This design comes from an exercise in tuning for small area on the open sky130 flow, not from production work. Only simulation tests tie the RTL to the original design; equivalence was not proved. Power is estimated from default activity; no workload was simulated.

==> flow/design.v <==
module sha1_sched_rdmux #(
    parameter int N  = 64,
    parameter int TW = 14
) (
    input  logic [N-1:0]    sel,
    input  logic [N*TW-1:0] rows,
    output logic [TW-1:0]   out
);
    always_comb begin
        out = '0;
        for (int i = 0; i < N; i++)
            out = out | ({TW{sel[i]}} & rows[i*TW +: TW]);
    end
endmodule
module sha1_sched_tagnext #(
    parameter int N  = 64,
    parameter int TW = 14
) (
    input  logic [N-1:0]    we,
    input  logic [N-1:0]    nwe,
    input  logic [TW-1:0]   d,
    input  logic [N*TW-1:0] q,
    output logic [N*TW-1:0] nxt
);
    always_comb begin
        for (int i = 0; i < N; i++)
            nxt[i*TW +: TW] = ({TW{we[i]}} & d) | ({TW{nwe[i]}} & q[i*TW +: TW]);
    end
endmodule
module sha1_channel_sched #(
    parameter int CHANNEL_NUM_TOTAL = 64,
    parameter int CHANNEL_NUM_WIDTH = $clog2(CHANNEL_NUM_TOTAL),
    parameter int TAG_DATA_WIDTH    = 14,
    parameter int CNT_WIDTH         = $clog2(CHANNEL_NUM_TOTAL + 1)
) (
    input  logic                         sys_clk,
    input  logic                         sys_rst,
    input  logic                         alloc_req,
    input  logic [TAG_DATA_WIDTH-1:0]    alloc_tag,
    output logic                         alloc_ready,
    output logic                         alloc_gnt,
    output logic [CHANNEL_NUM_WIDTH-1:0] alloc_ch,
    input  logic                         rel_val,
    input  logic [CHANNEL_NUM_WIDTH-1:0] rel_ch,
    output logic                         rel_tag_val,
    output logic [TAG_DATA_WIDTH-1:0]    rel_tag,
    output logic [CNT_WIDTH-1:0]         free_cnt,
    output logic                         err_double_free
);
    localparam int N  = CHANNEL_NUM_TOTAL;
    localparam int W  = CHANNEL_NUM_WIDTH;
    localparam int TW = TAG_DATA_WIDTH;
    localparam int GW = 3;                   
    localparam int GS = 1 << GW;
    localparam int NG = N / GS;              
    localparam int HW = W - GW;              
    logic              init_q;       
    logic [W-1:0]      last_q;       
    logic [N-1:0]      free_q;       
    logic [CNT_WIDTH-1:0] free_cnt_q;
    logic              gnt_q;
    logic              rtv_q;
    logic              err_q;
    logic [W-1:0]      rel_ch_q;
    logic [N*TW-1:0]   tag_q;        
    logic              accept;
    logic              rel_free;
    logic              rel_ok;
    logic              rel_bad;
    logic [W-1:0]      sel_ch;
    logic [N-1:0]      sel_oh;
    logic [N-1:0]      rel_oh;
    logic [N-1:0]      rd_oh;
    logic [N-1:0]      we;
    logic [N*TW-1:0]   tag_d;
    logic [HW-1:0]     lg;
    logic [GW-1:0]     lo;
    logic [GS-1:0]     above;        
    logic [NG-1:0]     any_free, any_hi, grp_gt, grp_eq;
    logic [2*NG-1:0]   cand;
    logic [HW:0]       pick;
    logic [HW-1:0]     grp;
    logic [GS-1:0]     vec;
    logic [GW-1:0]     off;
    assign lg = last_q[W-1:GW];
    assign lo = last_q[GW-1:0];
    always_comb begin
        for (int j = 0; j < GS; j++) above[j]  = GW'(j) > lo;
        for (int k = 0; k < NG; k++) begin
            grp_gt[k]   = HW'(k) > lg;
            grp_eq[k]   = HW'(k) == lg;
            any_free[k] = |free_q[k*GS +: GS];
            any_hi[k]   = (grp_gt[k] && any_free[k]) ||
                          (grp_eq[k] && |(free_q[k*GS +: GS] & above));
        end
        cand = {any_free, any_hi};
        pick = '0;
        for (int i = 2 * NG - 1; i >= 0; i--)
            if (cand[i]) pick = (HW + 1)'(i);
        grp = pick[HW-1:0];
        vec = free_q[grp*GS +: GS];
        if (!pick[HW] && grp == lg)
            vec = vec & above;
        off = '0;
        for (int j = GS - 1; j >= 0; j--)
            if (vec[j]) off = GW'(j);
        sel_ch = {grp, off};
    end
    always_comb begin
        for (int i = 0; i < N; i++) begin
            sel_oh[i] = (sel_ch == W'(i));
            rel_oh[i] = (rel_ch == W'(i));
            rd_oh[i]  = (rel_ch_q == W'(i));
        end
    end
    assign alloc_ready = (free_cnt_q != '0);
    assign accept      = alloc_req && alloc_ready;
    assign rel_free    = |(free_q & rel_oh);
    assign rel_ok      = !init_q && rel_val && !rel_free;
    assign rel_bad     = !init_q && rel_val && rel_free;
    assign we          = accept ? sel_oh : '0;
    always_ff @(posedge sys_clk) begin
        if (sys_rst) begin
            init_q     <= 1'b1;
            last_q     <= W'(N - 1);
            free_q     <= '1;
            free_cnt_q <= '0;
            gnt_q      <= 1'b0;
            rtv_q      <= 1'b0;
            err_q      <= 1'b0;
        end else begin
            gnt_q <= accept;
            rtv_q <= rel_ok;
            if (init_q) begin
                last_q <= last_q + 1'b1;
                if (last_q == W'(N - 2)) begin
                    init_q     <= 1'b0;
                    free_cnt_q <= CNT_WIDTH'(N);
                end
            end else begin
                if (accept)
                    last_q <= sel_ch;
                free_q <= (free_q & ~we) | (rel_ok ? rel_oh : '0);
                if (rel_bad)
                    err_q <= 1'b1;
                free_cnt_q <= free_cnt_q + CNT_WIDTH'(rel_ok) - CNT_WIDTH'(accept);
            end
        end
    end
    always_ff @(posedge sys_clk)
        rel_ch_q <= rel_ch;
    sha1_sched_tagnext #(.N(N), .TW(TW)) u_tagnext (
        .we(we), .nwe(~we), .d(alloc_tag), .q(tag_q), .nxt(tag_d)
    );
    always_ff @(posedge sys_clk)
        tag_q <= tag_d;
    sha1_sched_rdmux #(.N(N), .TW(TW)) u_rdmux (
        .sel(rd_oh), .rows(tag_q), .out(rel_tag)
    );
    assign alloc_gnt       = gnt_q;
    assign alloc_ch        = last_q;
    assign rel_tag_val     = rtv_q;
    assign free_cnt        = free_cnt_q;
    assign err_double_free = err_q;
endmodule
Settings: LEC_CHECK=0, CAP_MARGIN=20, CORE_MARGIN=2, CORE_UTILIZATION=40, CTS_BUF_LIST=sky130_fd_sc_hd__clkbuf_16, CTS_CLUSTER_DIAMETER=60, CTS_CLUSTER_SIZE=22, SLEW_MARGIN=20, SYNTH_HIERARCHICAL=1; clock period 9.0 ns.
run.sh (not shown) runs the stock make flow with config.mk's settings and CLKGATE_MAP_FILE= SYNTH_SCRIPT=/design/flow/synth_recipe.tcl, a recipe that flattens the netlist after the stock synthesis.
Edit:
- CTS_BUF_LIST: sky130_fd_sc_hd__clkbuf_16 -> not set
- CTS_CLUSTER_DIAMETER: 60 -> not set
- CTS_CLUSTER_SIZE: 22 -> not set
What happened: Synthesized cell count does not change; design area went up by 1.4%; global-route usage is about the same; cell count increases by 0.89%; setup slack gains 0.0039 ns; non-clock buffer count does not change; total power rises by about 4%; register-to-register slack barely changes.

* * *

Setup of job 5411:
Another version of the RTL of sha1_channel_sched (not shown whole).
For scale: roughly 3000 cells after synthesis, roughly 980 flip-flops, about 55 I/O pins, ~36000 µm² of cells after synthesis.
clock: 9.0 ns
lec_check: 0
cap_margin: 10
core_margin: 2
core_utilization: 40
gpl_timing_driven: 0
place_density: 0.7
setup_slack_margin: 0.2
slew_margin: 10
synth_hierarchical: 1
standard.sh (not shown) runs the stock make flow with config.mk's settings and CLKGATE_MAP_FILE= SYNTH_SCRIPT=/design/flow/synth_recipe.tcl, a recipe that flattens the netlist after the stock synthesis.
==> flow/flow/run.sh <==
#!/bin/bash
set -euo pipefail
CTS="-sink_clustering_enable -repair_clock_nets -dont_use_dummy_load"
CTS="$CTS -sink_clustering_size 8 -sink_clustering_max_diameter 40"
CTS="$CTS -buf_list sky130_fd_sc_hd__clkbuf_4"
bash standard.sh "CTS_ARGS=$CTS" \
    "BUFFER_PORTS_ARGS=-buffer_cell sky130_fd_sc_hd__buf_1" \
    finish > standard.log 2>&1
Modified inputs, job 6651 compared to job 5411
Settings: PLACE_DENSITY: 0.7 -> unset.
==> flow/flow/run.sh <==
#!/bin/bash
set -euo pipefail
CTS="-sink_clustering_enable -repair_clock_nets -dont_use_dummy_load"
CTS="$CTS -sink_clustering_size 15 -sink_clustering_max_diameter 80"
CTS="$CTS -buf_list sky130_fd_sc_hd__clkbuf_8"
bash standard.sh "CTS_ARGS=$CTS" \
    "BUFFER_PORTS_ARGS=-buffer_cell sky130_fd_sc_hd__buf_1" \
    finish > standard.log 2>&1
[summary]
Wire: job 6651 routes more than job 5411
Relative contribution of combinational cells to total power: job 5411 vs job 6651 — no meaningful difference
Job 6651 has number of buffers created by CTS below what job 5411 had.
Job 6651 vs job 5411, endpoint required time on the critical path went down by 0.37 ns.
Wire length per cell was lower in the run labelled job 5411.
Job 6651 finished all stages; the layout is clean.
In terms of synthesis-to-finish area growth, job 5411 and job 6651 differ only marginally.
The total power number comes out lower for job 6651 vs job 5411.
diff inputs: job 6651 => job 7985
==> flow/flow/run.sh <==
#!/bin/bash
set -euo pipefail
CTS="-sink_clustering_enable -repair_clock_nets -dont_use_dummy_load"
CTS="$CTS -sink_clustering_size 10 -sink_clustering_max_diameter 50"
CTS="$CTS -buf_list \"sky130_fd_sc_hd__clkbuf_4 sky130_fd_sc_hd__clkbuf_8\""
bash standard.sh "CTS_ARGS=$CTS" \
    "BUFFER_PORTS_ARGS=-buffer_cell sky130_fd_sc_hd__buf_1" \
    finish > standard.log 2>&1
[summary]
Job 7985 did not finish; a tool error ended it in clock tree synthesis. Taking job 6651 as the reference, in job 7985 number of rows created at floorplan has remained practically unchanged, fraction of the mapped netlist area in compound gates saw little to no change, fraction of the mapped netlist area in simple logic gates ~0 delta. Job 6651 → job 7985: total nets after synthesis was more or less identical, number of distinct library cells after synthesis was more or less identical, starting density of the core was more or less identical. Post-place setup slack came out exactly the same in job 6651 and job 7985.
Input-level comparison between job 702 and job 7985:
Settings: setting PLACE_DENSITY to 0.75 for the first time.
==> flow/flow/run.sh <==
#!/bin/bash
set -euo pipefail
CTS="-sink_clustering_enable -repair_clock_nets -dont_use_dummy_load"
CTS="$CTS -sink_clustering_size 15 -sink_clustering_max_diameter 80"
CTS="$CTS -buf_list sky130_fd_sc_hd__clkbuf_8"
bash standard.sh "CTS_ARGS=$CTS" \
    "BUFFER_PORTS_ARGS=-buffer_cell sky130_fd_sc_hd__buf_1" \
    finish > standard.log 2>&1
Notes after the runs:
Job 702 was carried through to the last stage, and its layout satisfied the timing, DRC and antenna checks.
From job 7985 to job 702 the numbers moved as follows: number of I/O port buffers roughly the same; count of unique library cells instantiated by Yosys roughly the same.
From job 7985 to job 702, post-synthesis area per instance did not move at all.
Looking at job 702 and job 7985, the post-placement cell area is a wash.

* * *

run 1:
Another version of the RTL of sha1_channel_sched (not shown whole).
Size: ~980 flip-flops, about 55 I/O pins.
## sha1_channel_sched
module sha1_channel_sched #(
    parameter int CHANNEL_NUM_TOTAL = 64,
    parameter int CHANNEL_NUM_WIDTH = $clog2(CHANNEL_NUM_TOTAL),
    parameter int TAG_DATA_WIDTH    = 14,
    parameter int CNT_WIDTH         = $clog2(CHANNEL_NUM_TOTAL + 1)
) (
    input  logic                         sys_clk,
    input  logic                         sys_rst,
    input  logic                         alloc_req,
    input  logic [TAG_DATA_WIDTH-1:0]    alloc_tag,
    output logic                         alloc_ready,
    output logic                         alloc_gnt,
    output logic [CHANNEL_NUM_WIDTH-1:0] alloc_ch,
    input  logic                         rel_val,
    input  logic [CHANNEL_NUM_WIDTH-1:0] rel_ch,
    output logic                         rel_tag_val,
    output logic [TAG_DATA_WIDTH-1:0]    rel_tag,
    output logic [CNT_WIDTH-1:0]         free_cnt,
    output logic                         err_double_free
);
    localparam int N  = CHANNEL_NUM_TOTAL;
    localparam int W  = CHANNEL_NUM_WIDTH;
    localparam int TW = TAG_DATA_WIDTH;
    localparam int GW = W / 2;               
    localparam int GS = 1 << GW;             
    localparam int HW = W - GW;              
    localparam int NG = 1 << HW;             
    logic              init_q;       
    logic [W-1:0]      last_q;       
    logic [N-1:0]      free_q;       
    logic [CNT_WIDTH-1:0] free_cnt_q;
    logic              gnt_q;
    logic              rtv_q;
    logic              err_q;
    logic [W-1:0]      rel_ch_q;
    logic [N*TW-1:0]   tag_q;        
    logic              accept;
    logic              rel_free;
    logic              rel_ok;
    logic              rel_bad;
    logic [HW-1:0]     lg;
    logic [GW-1:0]     lo;
    logic [GS-1:0]     above;        
  ...
clock: 9.0 ns
lec_check: 0
cap_margin: 20
core_margin: 2
core_utilization: 40
cts_buf_list: sky130_fd_sc_hd__clkbuf_8
cts_cluster_diameter: 50
cts_cluster_size: 15
slew_margin: 20
synth_hierarchical: 1
run.sh (not shown) runs the stock make flow with config.mk's settings and CLKGATE_MAP_FILE= SYNTH_SCRIPT=/design/flow/synth_recipe.tcl, a recipe that flattens the netlist after the stock synthesis.
Stock flow here: none of the scripts above is used.
Run 1 completed every stage of the flow, and the final layout passed the timing, DRC and antenna checks.
diff inputs: run 1 => run 2
- a change of SLEW_MARGIN from 20 to 0
- a change of CAP_MARGIN from 20 to 0
- a change of CORE_UTILIZATION from 40 to 60
--- outcome ---
In run 2, the worst IR drop on VDD came out 3.1% below the value in run 1. Between run 1 and run 2, number of antenna diodes increased. Run 2 vs run 1: design area down by a few percent. Diff run 1 -> run 2: sequential share of power climbed 2.2 points; maximum frequency from static timing analysis moved down; setup slack fell 390 ps. Worst setup path startpoint = rel_ch_q[0]: run 2; worst setup path startpoint = last_q[0]: run 1.
Modified inputs, run 3 compared to run 2
- swapping 60 for 40 in CORE_UTILIZATION
- swapping 50 for 80 in CTS_CLUSTER_DIAMETER
Notes after the runs:
Run 3 vs. run 2: routed metal-1 wire length went up by 17%.
Setup WNS run 2 -> run 3: better
| worst hold slack across all endpoints | run 2 vs run 3 | ≈ equal |
Worst setup slack before clock tree synthesis sits higher in run 3 than in run 2.
In run 3 relative to run 2, vias after detailed routing had gone down by a few percent.
Comparing run 2 and run 3, the higher count of cell instances traversed by the critical path was measured on run 2.
Modified inputs, run 4 compared to run 3
- SLEW_MARGIN now 20, was 0
- CTS_CLUSTER_DIAMETER now 50, was 80
- CAP_MARGIN now 20, was 0
- CTS_CLUSTER_SIZE now 18, was 15
## What came out
- From run 3 to run 4 the numbers moved as follows: leakage component of the power went up; tightest hold margin did not really move; multi-input gate area in the final layout went up; layout filler cell count went down; number of antenna violations at the first check in global routing went up.
- Run 4 ended up with met5 as its highest signal layer in the routed design; run 3 ended up with met4.
- Cell count of the worst hold path: run 3 vs run 4 identical
- Changes observed in run 4 relative to run 3: setup slack went up 74 ps; sum of met2 wire segment lengths after detailed routing level; fraction of power consumed by the clock network picked up an extra 6.9 points.

* * *

sha1_channel_sched with an RTL version that a note above also has.
Size in the first run: roughly 3000 cells after synthesis, ~55 I/O pins.
==> flow/config.mk <==
export PLATFORM = sky130hd
export DESIGN_NAME = sha1_channel_sched
export DESIGN_NICKNAME = sha1_channel_sched
export VERILOG_FILES = /design/flow/design.v
export SDC_FILE = /design/flow/constraint.sdc
export NUM_CORES = 4
export LEC_CHECK = 0
export CAP_MARGIN = 10
export CORE_MARGIN = 2
export CORE_UTILIZATION = 40
export GPL_TIMING_DRIVEN = 0
export SETUP_SLACK_MARGIN = 0.2
export SLEW_MARGIN = 10
export SYNTH_HIERARCHICAL = 1
==> flow/constraint.sdc <==
create_clock -name core_clock -period 9.0 [get_ports {sys_clk}]
set_input_delay 1.8000 -clock core_clock [delete_from_list [all_inputs] [get_ports {sys_clk}]]
set_output_delay 1.8000 -clock core_clock [all_outputs]
set_load 0.01 [all_outputs]
standard.sh (not shown) runs the stock make flow with config.mk's settings and CLKGATE_MAP_FILE= SYNTH_SCRIPT=/design/flow/synth_recipe.tcl, a recipe that flattens the netlist after the stock synthesis.
==> flow/flow/run.sh <==
#!/bin/bash
set -euo pipefail
CTS="-sink_clustering_enable -repair_clock_nets -dont_use_dummy_load"
CTS="$CTS -sink_clustering_size 10 -sink_clustering_max_diameter 50"
CTS="$CTS -buf_list sky130_fd_sc_hd__clkbuf_4"
bash standard.sh "CTS_ARGS=$CTS" \
    "BUFFER_PORTS_ARGS=-buffer_cell sky130_fd_sc_hd__buf_1" \
    finish > standard.log 2>&1
Then changed:
PLACE_DENSITY = 0.75   (was unset)
Effect: The new run finished but fails on capacitance limit, slew limit; via count fell slightly; sequential power barely changes; final cell count is about the same; critical path depth is unchanged; setup slack improves by 0.29 ns; fmax grows by a few percent; combinational power drops by a few percent; sequential cell count stays the same; core utilization hardly moves.
Then changed:
==> flow/run.sh (new file) <==
#!/bin/bash
# synth_recipe.tcl (not shown) runs the flow's synth.tcl, then flattens the netlist and writes it again
# the make line also repeats each setting of config.mk as NAME=value (left out here)
make -C /OpenROAD-flow-scripts/flow DESIGN_CONFIG=/design/flow/config.mk WORK_HOME=/design/flow/orfs CLKGATE_MAP_FILE= SYNTH_SCRIPT=/design/flow/synth_recipe.tcl finish
CTS_BUF_LIST = sky130_fd_sc_hd__clkbuf_8   (was unset)
CTS_CLUSTER_DIAMETER = 80   (was unset)
CTS_CLUSTER_SIZE = 15   (was unset)
PLACE_DENSITY = unset   (was 0.75)
SETUP_SLACK_MARGIN = unset   (was 0.2)
removed: flow/flow/run.sh
removed: flow/standard.sh
After rerunning: The new run passed the timing, DRC and antenna checks. First-iteration DRC count fell by a few percent. Cell count decreases slightly. Clock-buffer cell count shrinks by 34.

==> static timing again, ports no longer ideal <==
Ports are ideal in the flow. The routed layouts listed here were re-timed in OpenROAD. Step 1: set_driving_cell puts a clkbuf_16 on sys_clk and a buf_2 on each other input, an assumption about the parent block. Step 2 adds t to the input delays and takes it off the output delays; t is the mean of the earliest and latest rising clock arrival at the registers after step 1. Input paths then give back, and output paths get back, about the clock's delay inside the block. a / b / c = no drivers / after step 1 / after step 2; a / b = the first two.
| run | t, ns | slack for setup (ns) | worst hold slack (ns) | pins driven straight from the clock port |
|---|---|---|---|---|
| the first run of note 1 | 0.740 | 1.808 / 1.808 / 1.808 | 0.476 / 0.476 / 0.476 | 1 |
| the second run of note 1 | 0.735 | 1.812 / 1.812 / 1.812 | 0.471 / 0.471 / 0.471 | 1 |
| job 5411 | 1.095 | 0.484 / 0.484 / 0.484 | 0.470 / 0.470 / 0.470 | 1 |
| job 6651 | 0.753 | 0.579 / 0.579 / 0.579 | 0.477 / 0.477 / 0.477 | 1 |
| job 702 | 0.764 | 1.050 / 1.050 / 1.050 | 0.470 / 0.470 / 0.470 | 1 |
| run 1 | 0.845 | 2.054 / 2.021 / 1.836 | 0.471 / 0.471 / 0.471 | 1 |
| run 2 | 0.780 | 1.660 / 1.601 / 1.471 | 0.474 / 0.474 / 0.474 | 1 |
| run 3 | 0.790 | 1.916 / 1.851 / 1.867 | 0.475 / 0.475 / 0.475 | 1 |
| run 4 | 0.831 | 1.990 / 1.922 / 1.884 | 0.475 / 0.475 / 0.475 | 1 |
| the first run of note 4 | 1.006 | 0.678 / 0.678 / 0.678 | 0.477 / 0.477 / 0.477 | 1 |
| the second run of note 4 | 1.030 | 0.968 / 0.968 / 0.968 | 0.467 / 0.467 / 0.467 | 1 |
| the third run of note 4 | 0.774 | 0.415 / 0.415 / 0.415 | 0.478 / 0.478 / 0.478 | 1 |
The setup slack of run 1, which loses most, moves by -0.033 ns with the drivers and by -0.218 ns with both steps.
